Background: an optimization exercise with open tools, aiming at small area, a short achievable clock period and few clock cycles. Do not read the settings as production practice.
Only simulation tests tie the RTL to the original design; equivalence was not proved.
No activity file was given, so power comes from the tool's default toggle rates.

==> 10-09 <==
// cpu_core
module cpu_core(
    input  logic                clock,
    input  logic                reset_i,
    input  logic [31:0]         instr_i,
    input  logic [31:0]         dmem_rdata_i,
    output logic [31:0]         imem_addr_o,
    output logic [31:0]         dmem_addr_o,
    output logic [31:0]         dmem_wdata_o,
    output logic                dmem_wren_o
);
    logic        redir;        
    logic        kill_q;       
    logic [31:0] redir_pc;
    logic [31:0] pc_q;
    logic [31:0] f_pc1;
    logic [31:0] f_tgt_b;
    logic [31:0] f_tgt_j;
    logic [31:0] f_pred_pc;
    logic [31:0] f_alt;
    logic [4:0]  f_op;
    logic        f_isbr;
    logic        f_isj;
    logic        f_isjr;
    logic        f_back;
    logic [9:0]  ras_q;
    assign f_op    = instr_i[31:27];
    assign f_isbr  = (f_op == 5'b00010) || (f_op == 5'b00110);
    assign f_isj   = (f_op == 5'b00001) || (f_op == 5'b00011);
    assign f_isjr  = (f_op == 5'b00100);
    assign f_back  = instr_i[16];
    assign f_pc1   = pc_q + 32'd1;
    assign f_tgt_j = {{5{instr_i[26]}}, instr_i[26:0]};
    cpu_add i_tgt (
        .a_i   (pc_q),
        .b_i   ({{15{instr_i[16]}}, instr_i[16:0]}),
        .c_i   (1'b1),
        .sum_o (f_tgt_b)
    );
    always_comb begin
        if (f_isj)                 f_pred_pc = f_tgt_j;
        else if (f_isjr)           f_pred_pc = {22'd0, ras_q};
        else if (f_isbr && f_back) f_pred_pc = f_tgt_b;
        else                       f_pred_pc = f_pc1;
    end
    always_comb begin
        if (f_isbr && !f_back) f_alt = f_tgt_b;
        else if (f_isjr)       f_alt = {22'd0, ras_q};
        else                   f_alt = f_pc1;
    end
    always_ff @(posedge clock) begin
        if (reset_i) begin
            ras_q <= '0;
        end else if (!redir && f_op == 5'b00011) begin
            ras_q <= f_pc1[9:0];
        end
    end
    logic [31:1] f_sel_a;
    logic [31:1] f_sel_b;
    always_comb begin
        for (int i = 1; i < 32; i++) begin
            f_sel_a[i] = (instr_i[21:17] == 5'(i));
            f_sel_b[i] = (f_op == 5'b00000) ? (instr_i[16:12] == 5'(i)) : (instr_i[26:22] == 5'(i));
        end
    end
    logic        fd_v;
  ...
clock: 9.0 ns
lec_check: 0
cap_margin: 20
core_margin: 2
core_utilization: 40
cts_buf_list: sky130_fd_sc_hd__clkbuf_8
cts_cluster_size: 20
place_density: 0.55
slew_margin: 20
synth_hierarchical: 1
tns_end_percent: 10
standard.sh (not shown) runs the stock make flow with config.mk's settings and CLKGATE_MAP_FILE= SYNTH_SCRIPT=/design/flow/synth_recipe.tcl, a recipe that flattens the netlist after the stock synthesis.
==> flow/flow/run.sh <==
#!/bin/bash
set -euo pipefail
cd "$(dirname "${BASH_SOURCE[0]}")/.."
bash standard.sh SETUP_SLACK_MARGIN=5.7 \
    "BUFFER_PORTS_ARGS=-buffer_cell sky130_fd_sc_hd__buf_4" \
    finish > standard.log 2>&1
==> inputs of 03-15, as changes to 10-09 <==
--- a/flow/design.v
+++ b/flow/design.v
@@ -90,17 +90,14 @@
     logic [31:0] f_pred_pc;
     logic [31:0] f_alt;
     logic [4:0]  f_op;
     logic        f_isbr;
     logic        f_isj;
-    logic        f_isjr;
     logic        f_back;
-    logic [9:0]  ras_q;
     assign f_op    = instr_i[31:27];
     assign f_isbr  = (f_op == 5'b00010) || (f_op == 5'b00110);
     assign f_isj   = (f_op == 5'b00001) || (f_op == 5'b00011);
-    assign f_isjr  = (f_op == 5'b00100);
     assign f_back  = instr_i[16];
     assign f_pc1   = pc_q + 32'd1;
     assign f_tgt_j = {{5{instr_i[26]}}, instr_i[26:0]};
     cpu_add i_tgt (
         .a_i   (pc_q),
@@ -108,26 +105,14 @@
         .c_i   (1'b1),
         .sum_o (f_tgt_b)
     );
     always_comb begin
         if (f_isj)                 f_pred_pc = f_tgt_j;
-        else if (f_isjr)           f_pred_pc = {22'd0, ras_q};
         else if (f_isbr && f_back) f_pred_pc = f_tgt_b;
         else                       f_pred_pc = f_pc1;
     end
-    always_comb begin
-        if (f_isbr && !f_back) f_alt = f_tgt_b;
-        else if (f_isjr)       f_alt = {22'd0, ras_q};
-        else                   f_alt = f_pc1;
-    end
-    always_ff @(posedge clock) begin
-        if (reset_i) begin
-            ras_q <= '0;
-        end else if (!redir && f_op == 5'b00011) begin
-            ras_q <= f_pc1[9:0];
-        end
-    end
+    assign f_alt = (f_isbr && !f_back) ? f_tgt_b : f_pc1;
     logic [31:1] f_sel_a;
     logic [31:1] f_sel_b;
     always_comb begin
         for (int i = 1; i < 32; i++) begin
             f_sel_a[i] = (instr_i[21:17] == 5'(i));
@@ -322,11 +307,10 @@
     logic [31:0] e_shx;
     logic [31:0] e_shr;
     logic [31:0] e_shl;
     logic [31:0] e_oth;
     logic        e_ne;
-    logic        e_jrne;
     logic        e_lt;
     assign e_a = ({32{de_fa_ld}}  & dmem_rdata_i) | ({32{de_fa_sum}} & xm_sum) |
                  ({32{de_fa_oth}} & xm_oth)       | ({32{de_fa_no}}  & de_a);
     assign e_c = ({32{de_fy_ld}}  & dmem_rdata_i) | ({32{de_fy_sum}} & xm_sum) |
                  ({32{de_fy_oth}} & xm_oth)       | ({32{de_fy_no}}  & de_y);
@@ -365,14 +349,13 @@
         .a_i  (e_c),
         .b_i  (e_a),
         .lt_o (e_lt)
     );
     assign e_ne = (e_a != e_c);
-    assign e_jrne = (e_c != de_alt);
     assign redir    = !kill_q &&
                       ((de_bne_t && !e_ne) || (de_bne_n && e_ne) ||
-                       (de_blt_t && !e_lt) || (de_blt_n && e_lt) || (de_jr && e_jrne));
+                       (de_blt_t && !e_lt) || (de_blt_n && e_lt) || de_jr);
     assign redir_pc = de_jr ? e_c : de_alt;
     always_ff @(posedge clock) begin
         if (reset_i) begin
             kill_q   <= 1'b0;
             xm_regwr <= 1'b0;
CORE_UTILIZATION = 55   (was 40)
PLACE_DENSITY = 0.65   (was 0.55)
==> notes <==
- 10-09 completed without violations. 03-15 completed with no timing, DRC or antenna violations.
- Of 03-15 and 10-09, 10-09 has the higher via count (gap about 10%, measured against 10-09).
- Of 03-15 and 10-09, 10-09 has the higher non-clock buffer count (gap 106).
- Of 03-15 and 10-09, 10-09 has the higher clock power (gap 8.0%, measured against 10-09).
- Fmax: 03-15 is higher than 10-09 (2.8%).
- Clock-buffer cell count: 03-15 is lower than 10-09 (54).
- Critical path depth: 10-09 is lower than 03-15 (1).
==> figures <==
item	03-15	10-09
Max Fanout on Critical Path	5	27
Met1 wire length	112000 um	145000 um
Result of the run	finished clean	finished clean
Dominant cell type by count on the critical path	mux2i_1	buf_4
Total of flip-flops plus latches after synthesis	1453	1463
Area share of fa/ha/maj cells after synthesis	2.59%	2.47%
Seq pwr share	52.2%	50.2%
Cell Int Power	10.4 mW	10.9 mW
Clock buffer and inverter area fraction after layout	5.97%	5.95%
Weighted congestion reported at the end of routability-driven placement	1.05	1.00
Initial core utilization	55.4%	40.4%
Total number of cells along the worst setup path	9	8
Clock sink count	1453	1463
Testbench counts of 10-09, summed over its fixed seeds: cycles 44,459.
Testbench counts of 03-15, summed over its fixed seeds: cycles 45,237.

## separate check: timing with driven ports
No port has a modelled driver above. Below, the same layouts with a new extraction and two added sets of constraints. Step 1: set_driving_cell puts a clkbuf_16 on clock and a buf_2 on each other input, an assumption about the parent block. Step 2 times the ports against the registers' clock, not the clock port: input delays grow and output delays shrink by t, the midpoint of the rising clock arrivals with the driver on. Three values: ideal ports, drivers, drivers and shift; two values: the first two.
| run | t, ns | setup WS [ns] | worst register clock-pin slew, ns |
|---|---|---|---|
| 10-09 | 1.100 | 5.051 / 5.017 / 4.009 | 0.07 / 0.07 |
| 03-15 | 1.082 | 5.160 / 5.202 / 4.120 | 0.08 / 0.08 |
After both steps every run listed still meets setup and hold. For 10-09, which loses most, drivers alone change the setup slack by -0.034 ns; drivers and shift together by -1.042 ns.
